From an optimization exercise on the open Yosys and OpenROAD flow, aimed at small area; shortcuts taken in it are not production practice.
In this exercise RTL edits were held to simulation tests only and were not proved equivalent to the original.
No activity file was given, so power comes from the tool's default toggle rates.

==> v37: inputs <==
==> flow/design.v <==
`default_nettype none
module mat_vec_loader #(
  parameter int DATA_WIDTH = 8,
  parameter int ADDR_WIDTH = 32
) (
  input  logic                      clk,
  input  logic                      rst,
  input  logic                      start,
  input  logic [ADDR_WIDTH-1:0]     base_addr,
  output logic                      busy,
  output logic                      done,
  output logic [24*DATA_WIDTH-1:0]  result,           
  output logic [ADDR_WIDTH-1:0]     mem_address,
  output logic                      mem_read,
  input  logic                      mem_waitrequest,
  input  logic [8*DATA_WIDTH-1:0]   mem_readdata,
  input  logic                      mem_readdatavalid,
  output logic                      mvm_clr,
  output logic                      mvm_a_wren,
  output logic [8*DATA_WIDTH-1:0]   mvm_a_fifo_in,    
  output logic                      mvm_b_wren,
  output logic [DATA_WIDTH-1:0]     mvm_b_fifo_in,
  input  logic                      mvm_done,
  input  logic [24*DATA_WIDTH-1:0]  mvm_out           
);
  localparam int WORD_W = 8 * DATA_WIDTH;
  localparam int RES_W  = 3 * DATA_WIDTH;
  logic                  req_q, wait_q, push_q, wd_q, cap_q;
  logic                  clr_q;
  logic                  done_prev_q;
  logic [3:0]            cnt_q;               
  logic [ADDR_WIDTH-1:0] base_q;
  logic [WORD_W-1:0]     rows_q [7:0];
  logic [WORD_W-1:0]     bvec_q;
  logic [RES_W-1:0]      result_q [7:0];
  logic idle, accept, got, last, edge_seen, push_end;
  assign idle      = ~(req_q | wait_q | push_q | wd_q | cap_q);
  assign accept    = idle & start;
  assign got       = wait_q & mem_readdatavalid;
  assign last      = cnt_q[3];
  assign edge_seen = wd_q & mvm_done & ~done_prev_q;
  assign push_end  = push_q & (cnt_q[2:0] == 3'd7);
  always_ff @(posedge clk) begin
    if (rst) begin
      req_q  <= 1'b0;
      wait_q <= 1'b0;
      push_q <= 1'b0;
      wd_q   <= 1'b0;
      cap_q  <= 1'b0;
      clr_q  <= 1'b0;
    end else begin
      req_q  <= accept | (got & ~last) | (req_q & mem_waitrequest);
      wait_q <= (req_q & ~mem_waitrequest) | (wait_q & ~mem_readdatavalid);
      push_q <= (got & last) | (push_q & ~push_end);
      wd_q   <= push_end | (wd_q & ~edge_seen);
      cap_q  <= edge_seen;
      clr_q  <= accept;
    end
  end
  always_ff @(posedge clk) begin
    if (accept) begin
      base_q <= base_addr;
    end
    if (accept | wd_q) begin
      done_prev_q <= mvm_done;
    end
    if (accept | (got & last)) begin
      cnt_q <= 4'd0;
    end else if (got | push_q) begin
      cnt_q <= cnt_q + 4'd1;
    end
    for (int r = 0; r < 8; r++) begin
      if (got & ~last & (cnt_q[2:0] == 3'(r))) begin
        rows_q[r] <= mem_readdata;
      end
    end
    if (got & last) begin
      bvec_q <= mem_readdata;
    end
  end
  always_ff @(posedge clk) begin
    for (int i = 0; i < 8; i++) begin
      if (rst) begin
        result_q[i] <= '0;
      end else if (edge_seen) begin
        result_q[i] <= mvm_out[i*RES_W +: RES_W];
      end
    end
  end
  logic [ADDR_WIDTH-1:0] addr;
  logic [ADDR_WIDTH:0]   carry;
  always_comb begin
    carry[0] = 1'b0;
    for (int b = 0; b < ADDR_WIDTH; b++) begin
      if (b < 4) begin
        addr[b]    = base_q[b] ^ cnt_q[b] ^ carry[b];
        carry[b+1] = (base_q[b] & cnt_q[b]) | (carry[b] & (base_q[b] ^ cnt_q[b]));
      end else begin
        addr[b]    = base_q[b] ^ carry[b];
        carry[b+1] = base_q[b] & carry[b];
      end
    end
  end
  logic [7:0] sel;
  always_comb begin
    for (int n = 0; n < 8; n++) begin
      sel[n] = push_q & (cnt_q[2:0] == 3'(n));
    end
  end
  always_comb begin
    mvm_b_fifo_in = '0;
    mvm_a_fifo_in = '0;
    for (int n = 0; n < 8; n++) begin
      mvm_b_fifo_in = mvm_b_fifo_in | (bvec_q[n*DATA_WIDTH +: DATA_WIDTH] & {DATA_WIDTH{sel[n]}});
      for (int i = 0; i < 8; i++) begin
        mvm_a_fifo_in[i*DATA_WIDTH +: DATA_WIDTH] = mvm_a_fifo_in[i*DATA_WIDTH +: DATA_WIDTH] |
          (rows_q[i][n*DATA_WIDTH +: DATA_WIDTH] & {DATA_WIDTH{sel[n]}});
      end
    end
  end
  assign busy        = req_q | wait_q | push_q | wd_q;
  assign done        = cap_q;
  assign mem_read    = req_q;
  assign mem_address = addr & {ADDR_WIDTH{req_q}};
  assign mvm_clr     = clr_q;
  assign mvm_a_wren  = push_q;
  assign mvm_b_wren  = push_q;
  for (genvar g = 0; g < 8; g++) begin : g_flat
    assign result[g*RES_W +: RES_W] = result_q[g];
  end
endmodule
`default_nettype wire
==> flow/run.sh <==
#!/bin/bash
# synth_recipe.tcl (not shown) runs the flow's synth.tcl, then flattens the netlist and writes it again
# the make line also repeats each setting of config.mk as NAME=value (left out here)
make -C /OpenROAD-flow-scripts/flow DESIGN_CONFIG=/design/flow/config.mk WORK_HOME=/design/flow/orfs CLKGATE_MAP_FILE= SYNTH_SCRIPT=/design/flow/synth_recipe.tcl finish
==> flow/config.mk <==
export PLATFORM = sky130hd
export DESIGN_NAME = mat_vec_loader
export DESIGN_NICKNAME = mat_vec_loader
export VERILOG_FILES = /design/flow/design.v
export SDC_FILE = /design/flow/constraint.sdc
export NUM_CORES = 4
export LEC_CHECK = 0
export CAP_MARGIN = 20
export CORE_MARGIN = 2
export CORE_UTILIZATION = 40
export SLEW_MARGIN = 20
==> flow/constraint.sdc <==
create_clock -name core_clock -period 5.0 [get_ports {clk}]
set_input_delay 1.0000 -clock core_clock [delete_from_list [all_inputs] [get_ports {clk}]]
set_output_delay 1.0000 -clock core_clock [all_outputs]
set_load 0.01 [all_outputs]
==> v39: changes against v37 <==
--- a/flow/design.v
+++ b/flow/design.v
@@ -88,17 +88,24 @@
     end
   end
   logic [ADDR_WIDTH-1:0] addr;
-  logic [ADDR_WIDTH:0]   carry;
+  logic [4:0]            lo;
+  logic [ADDR_WIDTH-4:0] grp;                 
+  logic [ADDR_WIDTH-1:4] cy;
+  assign lo = {1'b0, base_q[3:0]} + {1'b0, cnt_q};
   always_comb begin
-    carry[0] = 1'b0;
-    for (int b = 0; b < ADDR_WIDTH; b++) begin
-      if (b < 4) begin
-        addr[b]    = base_q[b] ^ cnt_q[b] ^ carry[b];
-        carry[b+1] = (base_q[b] & cnt_q[b]) | (carry[b] & (base_q[b] ^ cnt_q[b]));
-      end else begin
-        addr[b]    = base_q[b] ^ carry[b];
-        carry[b+1] = base_q[b] & carry[b];
+    grp[0] = lo[4];
+    for (int g = 1; g <= (ADDR_WIDTH-4)/4; g++) begin
+      grp[g] = grp[g-1] & (&base_q[4*g +: 4]);
+    end
+    for (int b = 4; b < ADDR_WIDTH; b++) begin
+      cy[b] = grp[(b-4)/4];
+      for (int p = 4*((b-4)/4) + 4; p < b; p++) begin
+        cy[b] = cy[b] & base_q[p];
       end
+    end
+    addr[3:0] = lo[3:0];
+    for (int b = 4; b < ADDR_WIDTH; b++) begin
+      addr[b] = base_q[b] ^ cy[b];
     end
   end
   logic [7:0] sel;
==> flow/flow/run.sh (new file) <==
#!/bin/bash
# Standard ORFS layout (standard synthesis unchanged) with two changes:
#  - port buffers are the smallest buffer, sky130_fd_sc_hd__buf_1 (every port still buffered);
#  - clock tree built from clkbuf_8 with larger sink clusters and no dummy loads.
set -euo pipefail
export BUFFER_PORTS_ARGS="-buffer_cell sky130_fd_sc_hd__buf_1"
export CTS_ARGS="-sink_clustering_enable -repair_clock_nets -dont_use_dummy_load -buf_list sky130_fd_sc_hd__clkbuf_8 -sink_clustering_size 16 -sink_clustering_max_diameter 60"
bash standard.sh > standard_flow.log 2>&1
==> flow/standard.sh (new file) <==
#!/bin/bash
# synth_recipe.tcl (not shown) runs the flow's synth.tcl, then flattens the netlist and writes it again
# the make line also repeats each setting of config.mk as NAME=value (left out here)
make -C /OpenROAD-flow-scripts/flow DESIGN_CONFIG=/design/flow/config.mk WORK_HOME=/design/flow/orfs CLKGATE_MAP_FILE= SYNTH_SCRIPT=/design/flow/synth_recipe.tcl "${@:-finish}"
CORE_UTILIZATION = 70   (was 40)
removed: flow/run.sh
==> results.json <==
{
  "setup-violations-final": 18,
  "check.faults": "setup timing",
  "setup_slack_ns": -2.58,
  "outcome": "complete, but fails checks"
}
# the run above: v37

==> results.json <==
{
  "outcome": "timing/DRC/antenna clean",
  "dr_wl_met3_um": 15600,
  "setup_slack_ns": 0.178,
  "synth_flop_cell": "edfxtp_1",
  "grt_usage": 0.442,
  "setup-violations-final": 0
}
# the run above: v39


==> inputs of trial 58 <==
mat_vec_loader, a different RTL version from the one above (not shown whole).
export LEC_CHECK = 0
export CAP_MARGIN = 20
export CORE_MARGIN = 2
export CORE_UTILIZATION = 70
export SLEW_MARGIN = 20
create_clock -name core_clock -period 5.0 [get_ports {clk}]
standard.sh (not shown) runs the stock make flow with config.mk's settings and CLKGATE_MAP_FILE= SYNTH_SCRIPT=/design/flow/synth_recipe.tcl, a recipe that flattens the netlist after the stock synthesis.
==> flow/flow/run.sh <==
#!/bin/bash
# Standard ORFS layout (standard synthesis unchanged) with two changes:
#  - port buffers are the smallest buffer, sky130_fd_sc_hd__buf_1 (every port still buffered);
#  - clock tree built from clkbuf_8 with larger sink clusters and no dummy loads.
set -euo pipefail
export BUFFER_PORTS_ARGS="-buffer_cell sky130_fd_sc_hd__buf_1"
export CTS_ARGS="-sink_clustering_enable -repair_clock_nets -dont_use_dummy_load -buf_list sky130_fd_sc_hd__clkbuf_8 -sink_clustering_size 16 -sink_clustering_max_diameter 60"
bash standard.sh > standard_flow.log 2>&1
==> trial 46 (differences from trial 58) <==
CORE_UTILIZATION = 80   (was 70)
==> build 51 (differences from trial 58) <==
==> flow/flow/run.sh (replaced) <==
#!/bin/bash
# Standard ORFS layout (standard synthesis unchanged) with two changes:
#  - port buffers are the smallest buffer, sky130_fd_sc_hd__buf_1 (every port still buffered);
#  - clock tree built from clkbuf_4 with larger sink clusters and no dummy loads.
set -euo pipefail
export BUFFER_PORTS_ARGS="-buffer_cell sky130_fd_sc_hd__buf_1"
export CTS_ARGS="-sink_clustering_enable -repair_clock_nets -dont_use_dummy_load -buf_list sky130_fd_sc_hd__clkbuf_4 -sink_clustering_size 10 -sink_clustering_max_diameter 50"
bash standard.sh > standard_flow.log 2>&1
==> summary of the runs <==
Routed wire length, highest first: trial 46, build 51, trial 58.
Against trial 58, the hold slack of build 51 is worse by 0.12 ns.
Against trial 58, the sequential share of layout area of build 51 is higher by 0.14 points.
In synthesized cell count, trial 46 and build 51 do not differ.
Of build 51 and trial 46, trial 46 has the higher fmax (gap 1.9%, measured against trial 46).
Between trial 58 and build 51, the lower via count is in trial 58 (gap about 0.8%, measured against build 51).
Between trial 46 and build 51, the lower combinational power is in trial 46 (gap about 2%, measured against build 51).
Against trial 46, the non-clock buffer count of build 51 is higher by 6.
Trial 46 produced a clean layout. Build 51 completed without violations. Trial 58 completed with no timing, DRC or antenna violations.
==> figures <==
Number of antenna repair diodes: build 51 21; trial 58 19; trial 46 17
Share of cell area taken by multi-input logic gates: build 51 35.0%; trial 58 34.9%; trial 46 35.1%
Register-to-register setup slack: build 51 2.22 ns; trial 58 2.27 ns; trial 46 2.25 ns
Switch share: build 51 24.6%; trial 58 24.0%; trial 46 24.1%
Worst setup skew after layout: build 51 0.0813 ns; trial 58 0.0705 ns; trial 46 0.0472 ns
Final worst-path setup slack: build 51 0.267 ns; trial 58 0.331 ns; trial 46 0.355 ns
Effective utilization at floorplan: build 51 71.2%; trial 58 71.2%; trial 46 80.5%
Share of layout cells above drive strength 1: build 51 5.92%; trial 58 4.76%; trial 46 4.63%
Clock-pin transition on the worst setup and hold timing paths: build 51 0.12 ns; trial 58 0.10 ns; trial 46 0.11 ns
Result of the run: build 51 finished clean; trial 58 finished clean; trial 46 finished clean
Routed length on met2: build 51 45000 µm; trial 58 45500 µm; trial 46 45900 µm
Vias per Instance: build 51 7.38; trial 58 7.39; trial 46 7.89
Beginning of the worst hold path: build 51 mvm_out[168]; trial 58 mvm_out[157]; trial 46 mvm_out[146]
Die Area: build 51 42200 µm²; trial 58 42200 µm²; trial 46 37000 µm²
Final worst hold slack: build 51 0.328 ns; trial 58 0.449 ns; trial 46 0.458 ns
Crit path largest cell delay: build 51 0.48 ns; trial 58 0.54 ns; trial 46 0.49 ns
Via count of the first global-routing pass: build 51 23200; trial 58 22700; trial 46 23600
Fraction of met3 tracks used by global routing: build 51 22.9%; trial 58 21.1%; trial 46 34.8%

==> port drivers added, routing unchanged <==
No port has a modelled driver above. Below, the same layouts with a new extraction and two added sets of constraints.
Step 1 assumes that a clkbuf_16 drives the clock port and a buf_2 every other input.
Step 2 also shifts input and output timing later by t, the mid clock arrival at the registers, as if the neighbouring blocks saw the same clock.
Slacks: ideal ports / drivers / drivers and shift; pairs: ideal ports / drivers.
| run | shift t [ns] | setup WS [ns] | worst setup path at the end | pins driven straight from the clock port |
|---|---|---|---|---|
| v37 | 0.685 | -2.584 / -2.649 / -1.963 | register to output | 1 |
| v39 | 0.726 | 0.178 / 0.125 / 0.851 | register to output | 1 |
| trial 58 | 0.772 | 0.331 / 0.274 / 1.045 | register to output | 1 |
| trial 46 | 0.772 | 0.355 / 0.300 / 1.073 | register to output | 1 |
| build 51 | 0.893 | 0.267 / 0.210 / 1.104 | register to output | 1 |
